Context: an optimization exercise on an open-source flow, tuned for small area, a short achievable clock period and few clock cycles per item. The choices shown serve that exercise and are no tape-out recipe.
The RTL was checked by simulation tests, not by an equivalence proof against the original design.
Power and IR drop assume default switching activity.

[design/flow/design.v]
package rrts_pkg;
    localparam int TASK_ID_W = 4;
    localparam int SLEEP_MS_W = 31;
    localparam int TICK_MS_W = 10;
    localparam int NUM_IDS = 1 << TASK_ID_W;
    typedef logic [1:0]            cmd_t;
    typedef logic [TASK_ID_W-1:0]  task_id_t;
    typedef logic [SLEEP_MS_W-1:0] sleep_ms_t;
    typedef logic [TICK_MS_W-1:0]  tick_ms_t;
    localparam cmd_t CMD_TICK  = 2'd0;
    localparam cmd_t CMD_SPAWN = 2'd1;
    localparam cmd_t CMD_YIELD = 2'd2;
    localparam cmd_t CMD_SLEEP = 2'd3;
    localparam tick_ms_t MS_PER_TICK_RESET = 10'd10;
    typedef struct packed {
        logic      wake;
        sleep_ms_t left;
    } tick_res_t;
endpackage
module rrts_ram #(
    parameter int WIDTH = 4,
    parameter int DEPTH = 16
) (
    input  logic                                   clk,
    input  logic                                   we,
    input  logic [((DEPTH > 1) ? $clog2(DEPTH) : 1)-1:0] waddr,
    input  logic [WIDTH-1:0]                       wdata,
    input  logic [((DEPTH > 1) ? $clog2(DEPTH) : 1)-1:0] raddr,
    output logic [WIDTH-1:0]                       rdata
);
    logic [WIDTH-1:0] mem_reg [DEPTH];
    logic [WIDTH-1:0] rdata_reg;
    always_ff @(posedge clk)
    begin
        if (we)
        begin
            mem_reg[waddr] <= wdata;
        end
        rdata_reg <= mem_reg[raddr];
    end
    assign rdata = rdata_reg;
endmodule
module rrts_tick_alu (
    input  rrts_pkg::sleep_ms_t remaining,
    input  rrts_pkg::tick_ms_t  step,
    output rrts_pkg::tick_res_t res
);
    logic [rrts_pkg::SLEEP_MS_W:0] diff;
    assign diff = {1'b0, remaining} - {1'b0, rrts_pkg::SLEEP_MS_W'(step)};
    assign res.wake = diff[rrts_pkg::SLEEP_MS_W] || (diff[rrts_pkg::SLEEP_MS_W-1:0] == '0);
    assign res.left = diff[rrts_pkg::SLEEP_MS_W-1:0];
endmodule
module round_robin_task_scheduler_top #(
    parameter int MAX_TASKS = 16
) (
    input  logic                  clk,
    input  logic                  rst_n,
    input  logic                  cmd_valid,
    output logic                  cmd_ready,
    input  logic [1:0]            cmd_op,
    input  logic [rrts_pkg::TASK_ID_W-1:0]  cmd_task_id,
    input  logic [rrts_pkg::SLEEP_MS_W-1:0] cmd_sleep_ms,
    output logic                  res_valid,
    input  logic                  res_ready,
    output logic [rrts_pkg::TASK_ID_W-1:0]  res_running_task,
    output logic                  res_idle,
    input  logic                  cfg_valid,
    output logic                  cfg_ready,
    input  logic [rrts_pkg::TICK_MS_W-1:0]  cfg_ms_per_tick
);
    localparam int AW = (MAX_TASKS > 1) ? $clog2(MAX_TASKS) : 1;
    localparam int CW = $clog2(MAX_TASKS + 1);
    localparam int SW = AW + 1;
    localparam logic [2:0] ST_IDLE    = 3'd0;
    localparam logic [2:0] ST_RS_READ = 3'd1;
    localparam logic [2:0] ST_RS_ROT  = 3'd2;
    localparam logic [2:0] ST_SL_SCAN = 3'd3;
    localparam logic [2:0] ST_TK_WALK = 3'd4;
    localparam logic [2:0] ST_DONE    = 3'd5;
    function automatic logic [AW-1:0] wrap_add(input logic [AW-1:0] base, input logic [CW-1:0] off);
        logic [SW-1:0] s;
        s = SW'(base) + SW'(off);
        if (s >= SW'(MAX_TASKS))
        begin
            s = s - SW'(MAX_TASKS);
        end
        wrap_add = s[AW-1:0];
    endfunction
    logic [2:0]         state_reg, state_next;
    logic [AW-1:0]      rd_head_reg, rd_head_next;
    logic [CW-1:0]      rd_count_reg, rd_count_next;
    logic [CW-1:0]      sl_count_reg, sl_count_next;
    logic [rrts_pkg::NUM_IDS-1:0] rdy_flags_reg, rdy_flags_next;
    logic [rrts_pkg::NUM_IDS-1:0] slp_flags_reg, slp_flags_next;
    rrts_pkg::task_id_t           run_id_reg, run_id_next;
    logic               run_idle_reg, run_idle_next;
    rrts_pkg::tick_ms_t           mpt_reg, mpt_next;
    logic [AW-1:0]      idx_reg, idx_next;
    logic [CW-1:0]      kept_reg, kept_next;
    logic               found_reg, found_next;
    logic               res_valid_reg, res_valid_next;
    rrts_pkg::task_id_t           res_task_reg;
    logic               res_idle_reg;
    logic               res_load;
    rrts_pkg::sleep_ms_t          rem_reg [rrts_pkg::NUM_IDS];
    logic               rem_we;
    rrts_pkg::task_id_t           rem_waddr;
    rrts_pkg::sleep_ms_t          rem_wdata;
    logic               rq_we;
    logic [AW-1:0]      rq_waddr, rq_raddr;
    rrts_pkg::task_id_t           rq_wdata, rq_rdata;
    logic               sq_we;
    logic [AW-1:0]      sq_waddr, sq_raddr;
    rrts_pkg::task_id_t           sq_wdata, sq_rdata;
    logic [AW-1:0]      rq_tail;
    logic               rq_room;
    logic               sq_room;
    logic               cmd_acc;
    logic               id_ok;
    logic               hit;
    rrts_pkg::tick_res_t          alu_res;
    rrts_ram #(.WIDTH(rrts_pkg::TASK_ID_W), .DEPTH(MAX_TASKS)) u_ready_ram (
        .clk   (clk),
        .we    (rq_we),
        .waddr (rq_waddr),
        .wdata (rq_wdata),
        .raddr (rq_raddr),
        .rdata (rq_rdata)
    );
    rrts_ram #(.WIDTH(rrts_pkg::TASK_ID_W), .DEPTH(MAX_TASKS)) u_sleep_ram (
        .clk   (clk),
        .we    (sq_we),
        .waddr (sq_waddr),
        .wdata (sq_wdata),
        .raddr (sq_raddr),
        .rdata (sq_rdata)
    );
    rrts_tick_alu u_alu (
        .remaining (rem_reg[sq_rdata]),
        .step      (mpt_reg),
        .res       (alu_res)
    );
    assign rq_tail = wrap_add(rd_head_reg, rd_count_reg);
    assign rq_room = (rd_count_reg != CW'(MAX_TASKS));
    assign sq_room = (sl_count_reg != CW'(MAX_TASKS));
    assign cmd_acc = cmd_valid && (state_reg == ST_IDLE);
    assign id_ok   = (32'(cmd_task_id) < MAX_TASKS);
    assign hit     = (rq_rdata == run_id_reg);
    assign cmd_ready     = (state_reg == ST_IDLE);
    assign res_valid     = res_valid_reg;
    assign res_running_task = res_task_reg;
    assign res_idle      = res_idle_reg;
    assign cfg_ready           = 1'b1;
    always_comb
    begin
        state_next     = state_reg;
        rd_head_next   = rd_head_reg;
        rd_count_next  = rd_count_reg;
        sl_count_next  = sl_count_reg;
        rdy_flags_next = rdy_flags_reg;
        slp_flags_next = slp_flags_reg;
        run_id_next    = run_id_reg;
        run_idle_next  = run_idle_reg;
        idx_next       = idx_reg;
        kept_next      = kept_reg;
        found_next     = found_reg;
        mpt_next       = cfg_valid ? cfg_ms_per_tick : mpt_reg;
        res_load       = 1'b0;
        rq_we     = 1'b0;
        rq_waddr  = rq_tail;
        rq_wdata  = cmd_task_id;
        rq_raddr  = rd_head_reg;
        sq_we     = 1'b0;
        sq_waddr  = sl_count_reg[AW-1:0];
        sq_wdata  = run_id_reg;
        sq_raddr  = '0;
        rem_we    = 1'b0;
        rem_waddr = run_id_reg;
        rem_wdata = cmd_sleep_ms;
        unique case (state_reg)
            ST_IDLE:
            begin
                if (cmd_acc)
                begin
                    unique case (cmd_op)
                        rrts_pkg::CMD_TICK:
                        begin
                            if (sl_count_reg == '0)
                            begin
                                state_next = ST_RS_ROT;
                            end
                            else
                            begin
                                idx_next   = '0;
                                kept_next  = '0;
                                state_next = ST_TK_WALK;
                            end
                        end
                        rrts_pkg::CMD_SPAWN:
                        begin
                            if (id_ok && !rdy_flags_reg[cmd_task_id]
                                && !slp_flags_reg[cmd_task_id] && rq_room)
                            begin
                                rq_we = 1'b1;
                                rd_count_next = rd_count_reg + CW'(1);
                                rdy_flags_next[cmd_task_id] = 1'b1;
                            end
                            state_next = ST_DONE;
                        end
                        rrts_pkg::CMD_YIELD:
                        begin
                            state_next = ST_RS_ROT;
                        end
                        rrts_pkg::CMD_SLEEP:
                        begin
                            if (run_idle_reg)
                            begin
                                state_next = ST_DONE;
                            end
                            else
                            begin
                                rem_we = 1'b1;
                                if (!slp_flags_reg[run_id_reg] && sq_room)
                                begin
                                    sq_we = 1'b1;
                                    sl_count_next = sl_count_reg + CW'(1);
                                    slp_flags_next[run_id_reg] = 1'b1;
                                end
                                rdy_flags_next[run_id_reg] = 1'b0;
                                idx_next   = '0;
                                found_next = 1'b0;
                                state_next = rdy_flags_reg[run_id_reg] ? ST_SL_SCAN
                                                                       : ST_RS_READ;
                            end
                        end
                    endcase
                end
            end
            ST_SL_SCAN:
            begin
                rq_raddr = wrap_add(rd_head_reg, CW'(idx_reg) + CW'(1));
                if (found_reg)
                begin
                    rq_we    = 1'b1;
                    rq_waddr = wrap_add(rd_head_reg, CW'(idx_reg - 1'b1));
                    rq_wdata = rq_rdata;
                end
                else if (hit)
                begin
                    found_next = 1'b1;
                end
                if (CW'(idx_reg) + CW'(1) == rd_count_reg)
                begin
                    if (found_reg || hit)
                    begin
                        rd_count_next = rd_count_reg - CW'(1);
                    end
                    state_next = ST_RS_READ;
                end
                else
                begin
                    idx_next = idx_reg + 1'b1;
                end
            end
            ST_TK_WALK:
            begin
                sq_raddr = idx_reg + 1'b1;
                if (alu_res.wake)
                begin
                    if (rq_room)
                    begin
                        rq_we    = 1'b1;
                        rq_wdata = sq_rdata;
                        rd_count_next = rd_count_reg + CW'(1);
                        rdy_flags_next[sq_rdata] = 1'b1;
                    end
                    slp_flags_next[sq_rdata] = 1'b0;
                end
                else
                begin
                    rem_we    = 1'b1;
                    rem_waddr = sq_rdata;
                    rem_wdata = alu_res.left;
                    sq_we     = 1'b1;
                    sq_waddr  = kept_reg[AW-1:0];
                    sq_wdata  = sq_rdata;
                    kept_next = kept_reg + CW'(1);
                end
                if (CW'(idx_reg) + CW'(1) == sl_count_reg)
                begin
                    sl_count_next = kept_next;
                    state_next    = ST_RS_READ;
                end
                else
                begin
                    idx_next = idx_reg + 1'b1;
                end
            end
            ST_RS_READ:
            begin
                state_next = ST_RS_ROT;
            end
            ST_RS_ROT:
            begin
                if (rd_count_reg == '0)
                begin
                    run_idle_next = 1'b1;
                    run_id_next   = '0;
                end
                else
                begin
                    rq_we         = 1'b1;
                    rq_wdata      = rq_rdata;
                    rd_head_next  = wrap_add(rd_head_reg, CW'(1));
                    run_id_next   = rq_rdata;
                    run_idle_next = 1'b0;
                end
                state_next = ST_DONE;
            end
            ST_DONE:
            begin
                if (!res_valid_reg || res_ready)
                begin
                    res_load   = 1'b1;
                    state_next = ST_IDLE;
                end
            end
            default:
            begin
                state_next = ST_IDLE;
            end
        endcase
        res_valid_next = res_load || (res_valid_reg && !res_ready);
    end
    always_ff @(posedge clk or negedge rst_n)
    begin
        if (!rst_n)
        begin
            state_reg     <= ST_IDLE;
            rd_head_reg   <= '0;
            rd_count_reg  <= '0;
            sl_count_reg  <= '0;
            rdy_flags_reg <= '0;
            slp_flags_reg <= '0;
            run_id_reg    <= '0;
            run_idle_reg  <= 1'b1;
            mpt_reg       <= rrts_pkg::MS_PER_TICK_RESET;
            idx_reg       <= '0;
            kept_reg      <= '0;
            found_reg     <= 1'b0;
            res_valid_reg <= 1'b0;
        end
        else
        begin
            state_reg     <= state_next;
            rd_head_reg   <= rd_head_next;
            rd_count_reg  <= rd_count_next;
            sl_count_reg  <= sl_count_next;
            rdy_flags_reg <= rdy_flags_next;
            slp_flags_reg <= slp_flags_next;
            run_id_reg    <= run_id_next;
            run_idle_reg  <= run_idle_next;
            mpt_reg       <= mpt_next;
            idx_reg       <= idx_next;
            kept_reg      <= kept_next;
            found_reg     <= found_next;
            res_valid_reg <= res_valid_next;
        end
    end
    always_ff @(posedge clk)
    begin
        if (rem_we)
        begin
            rem_reg[rem_waddr] <= rem_wdata;
        end
        if (res_load)
        begin
            res_task_reg <= run_id_reg;
            res_idle_reg <= run_idle_reg;
        end
    end
endmodule
[design/flow/run.sh]
#!/bin/bash
# synth_recipe.tcl (not shown) runs the flow's synth.tcl, then flattens the netlist and writes it again
# the make line also repeats each setting of config.mk as NAME=value (left out here)
make -C /OpenROAD-flow-scripts/flow DESIGN_CONFIG=/design/flow/config.mk WORK_HOME=/design/flow/orfs CLKGATE_MAP_FILE= SYNTH_SCRIPT=/design/flow/synth_recipe.tcl finish
[design/flow/config.mk]
export PLATFORM = sky130hd
export DESIGN_NAME = round_robin_task_scheduler_top
export DESIGN_NICKNAME = round_robin_task_scheduler_top
export VERILOG_FILES = /design/flow/design.v
export SDC_FILE = /design/flow/constraint.sdc
export NUM_CORES = 4
export LEC_CHECK = 0
export CAP_MARGIN = 20
export CORE_MARGIN = 2
export CORE_UTILIZATION = 40
export PLACE_DENSITY = 0.6
export SLEW_MARGIN = 20
[design/flow/constraint.sdc]
create_clock -name core_clock -period 6.5 [get_ports {clk}]
set_input_delay 1.3000 -clock core_clock [delete_from_list [all_inputs] [get_ports {clk}]]
set_output_delay 1.3000 -clock core_clock [all_outputs]
set_load 0.01 [all_outputs]
==> flow_summary.json <==
{
  "grt_pass1_wl_um": 126000,
  "post_synth_main_area_contributors": "edfxtp_1, mux4_2, dfrtp_1, mux2i_1, nand2_1",
  "max-cap-violations": 0,
  "power.density_nw_per_um2": 252,
  "cts_buffers": 77,
  "setup_viol": 0,
  "cts.clk_slew.worst_paths_ps": 60,
  "synth.avg_cell_area_sq_um": 15.3,
  "fp-row-count": 103,
  "setup.worst_path.class": "reg -> reg",
  "yosys-top-cells-count": "edfxtp_1, nand2_1, mux4_2",
  "detail_route.wl_per_cell_um": 25.1,
  "num-fill-cells": 6716,
  "die_y_extent_um": 286,
  "crit_fanout": 12,
  "ant_nets": 0,
  "synth.yosys.seq_area_share_pct": 65.6,
  "clock_skew_ps": 54.3,
  "power_mw": 9.41,
  "library_cell_with_the_highest_instance_count_after_synthesis": "edfxtp_1",
  "detailed_place_hpwl_um": 54600,
  "area_used_by_sequential_logic_in_the_layout_sq_um": 20900,
  "synth.cell_area_sq_um": 31900,
  "kind_of_path_behind_the_tightest_hold_check": "in -> async",
  "syn_to_final_growth_pct": 17.1,
  "drc": 0,
  "setup.worst_path.start_class": "flop",
  "fin_nets": 2335,
  "drt_first_iter_violations": 2068,
  "die-area_sq_um": 82100,
  "ys.flop_type": "edfxtp_1",
  "die-width_um": 286,
  "timing.critical_path.to_type": "flop",
  "fmax_ghz": 0.159,
  "initial_utilization_pct": 40.4,
  "finalHoldViolCount": 0,
  "yosysTopAreaCellShare_pct": 59.2,
  "synthDominantAreaCellType": "edfxtp_1",
  "timing.final.max_slew_violations": 0,
  "final.setup.tns_ps": 0,
  "tritoncts_num_sinks": 712,
  "cts_buffer_depth": 3,
  "ys_warn_count": 2,
  "worst_slew_pin_slew_ps": 1150,
  "placement.io_buffers": 58,
  "ioPinCount": 60,
  "grt_start_max_net_pins": 75,
  "number_of_global_route_vias_before_repair": 19600,
  "synth.distinct_cells": 87,
  "outcome": "no timing/DRC/antenna violations",
  "ys_seq_elements": 712,
  "synth_nets": 2192,
  "avgViaCountPerCell": 5.87,
  "timing.critical_path.required_ps": 6840,
  "synthArstFlopShare_pct": 10.5,
  "cts_tree": "yes",
  "multi_input_area_sq_um": 10700,
  "globalRouteTotalUtil_pct": 20.4,
  "max_slew_margin_pct": 23.0,
  "antenna_cells": 0,
  "critical_path_arrival_ps": 6650,
  "number_of_enable_type_register_cells_in_the_synthesized_netlist": 629,
  "globalplace.congestion": 0.890,
  "grt-ovfl-total": 0,
  "grt_setup_unrepaired": "no",
  "layout-drive-gt1-share_pct": 20.2,
  "max-vdd-ir-drop_mv": 0.215,
  "coreArea_sq_um": 79000,
  "synthesis.instances": 2091,
  "final_worst_path_period_share_pct": 97.1,
  "cts_htree_levels": 3,
  "postRouteWirelength_um": 84100,
  "worst_skew_pair.late_latency_ps": 650,
  "num_vias": 19600,
  "ctsRootBufferMaster": "clkbuf_16",
  "post-route-min-period_ps": 6310,
  "reg2reg_depth": 18,
  "power_leakage_nw": 12.8,
  "largest_register_ff_count": 496,
  "antenna_found_initial": 0,
  "drt-pass1-iter-count": 5
}
[power breakdown]
group | internal (mW) | total [mW] | leakage [nW] | switching, mW
logic | 0.0865 | 0.243 | 4.94 | 0.157
registers | 5.00 | 5.01 | 6.73 | 0.00577
clock network | 2.32 | 4.16 | 1.17 | 1.84
[final cells by class]
| class | count | area share (%) |
|---|---|---|
| multi-input combinational | 1205 | 28.5 |
| clock buffer | 93 | 5.40 |
| tap | 1050 | 3.52 |
| clock inverter | 49 | 1.07 |
| inverter | 60 | 0.603 |
| timing repair buffer | 178 | 4.86 |
| sequential | 712 | 56.0 |
[layout by cell type, fill, tap and decap left out, drive strengths merged, types with 37 or more instances in the layout]
| master | netlist | final |
|---|---|---|
| nor3 | 38 | 38 |
| mux4 | 129 | 129 |
| nor2 | 87 | 87 |
| mux2i | 80 | 80 |
| a22oi | 58 | 58 |
| edfxtp | 629 | 629 |
| buf | 42 | 121 |
| nand2 | 167 | 167 |
| a21oi | 58 | 58 |
| ha | 44 | 44 |
| dfrtp | 72 | 72 |
| inv | 56 | 61 |
| o21ai | 97 | 97 |
| clkdlybuf4s50 | 0 | 57 |
| xnor2 | 37 | 37 |
| clkbuf | 72 | 93 |
| clkinv | 4 | 44 |
[critical path, cell delays in order, from the launching register on]
cell,delay (ps)
dfxtp_4,450
buf_12,180
mux4_2,500
a221oi_1,460
ha_1,280
fa_1,230
nor2b_1,70
o31a_1,290
o211ai_1,220
nand3_1,120
or4b_2,700
a2111o_1,310
a2111o_1,400
or4_4,610
nand3_4,150
buf_12,150
mux2i_4,260
and2_4,380
buf_12,200
[cells by family after synthesis]
kind of cell	count (synthesis)	share of synthesized area, %
AO/OA/AOI/OAI	414	8.96
XOR/XNOR	58	1.59
other	1	0.0118
adder cells (fa/ha/maj)	49	2.04
AND/OR/NAND/NOR	450	6.87
flip-flops	712	65.6
buffers and inverters	174	2.40
multiplexers	233	12.6
[final timing paths]
check / slack, ps / startpoint / end
min in group core_clock: 550 / u_ready_ram.rdata_reg[2]$_DFF_P_ / run_id_reg[2]$_DFFE_PN0P_
max: 190 / u_sleep_ram.rdata_reg[0]$_DFF_P_ / rem_reg[11][8]$_DFFE_PP_
min reg2reg: 550 / u_ready_ram.rdata_reg[2]$_DFF_P_ / run_id_reg[2]$_DFFE_PN0P_
max in group asynchronous: 4790 / rst_n / slp_flags_reg[14]$_DFFE_PN0P_
max reg2reg: 190 / u_sleep_ram.rdata_reg[0]$_DFF_P_ / rem_reg[11][8]$_DFFE_PP_
min: 480 / rst_n / rd_head_reg[3]$_DFFE_PN0P_
[stage by stage]
| step | util, % | area [sq um] | instances | hold WS [ps] | setup WS, ps |
|---|---|---|---|---|---|
| floorplan | - | 32300 | 2091 | 457 | 7.29 |
| global placement | 43.9 | 34700 | 3193 | 515 | -18.3 |
| detailed placement | 43.9 | 34700 | 3193 | 523 | -1.02 |
| CTS | 47.0 | 37100 | 3335 | 457 | -31.4 |
| global route | 47.3 | 37400 | 3347 | 468 | 45.5 |
| finish | 47.3 | 37400 | 3347 | 481 | 191 |
[routing by layer]
| metal | track usage, % | vias to the layer above | routed length (um) |
|---|---|---|---|
| li1 | - | 8603 | - |
| met2 | 32.8 | 742 | 40000 |
| met4 | 5.43 | 0 | 1820 |
| met1 | 29.2 | 10200 | 37100 |
| met3 | 3.01 | 124 | 5090 |
| met5 | 0 | - | 0 |
[timing repair]
item | in CTS | in global routing
setup buffers | 0 | 12
setup endpoints to repair | 42 | 775
hold buffers | 0 | 0
pin swaps | 0 | 11
resized for setup | 3 | 20
Testbench counts, summed over its fixed seeds: cycles 90,320, items 12,800.

-- port drivers added, routing unchanged --
No port has a modelled driver above. Below, the same layout with a new extraction and two added sets of constraints. Step 1 assumes that a clkbuf_16 drives the clock port and a buf_2 every other input. Step 2 adds t to the input delays and takes it off the output delays; t is the mean of the earliest and latest rising clock arrival at the registers after step 1. Input paths then give back, and output paths get back, about the clock's delay inside the block. Three values: ideal, step 1, step 2; two values: the first two.
shift t [ns]: 0.689
slack for setup (ns): 0.191 / 0.191 / 0.191
worst register clock-pin slew, ns: 0.07 / 0.07
worst data-port slew with drivers (ns): 0.05
After both steps this run still meets setup and hold. The setup slack of this run moves by 0.000 ns with the drivers and by 0.000 ns with both steps.
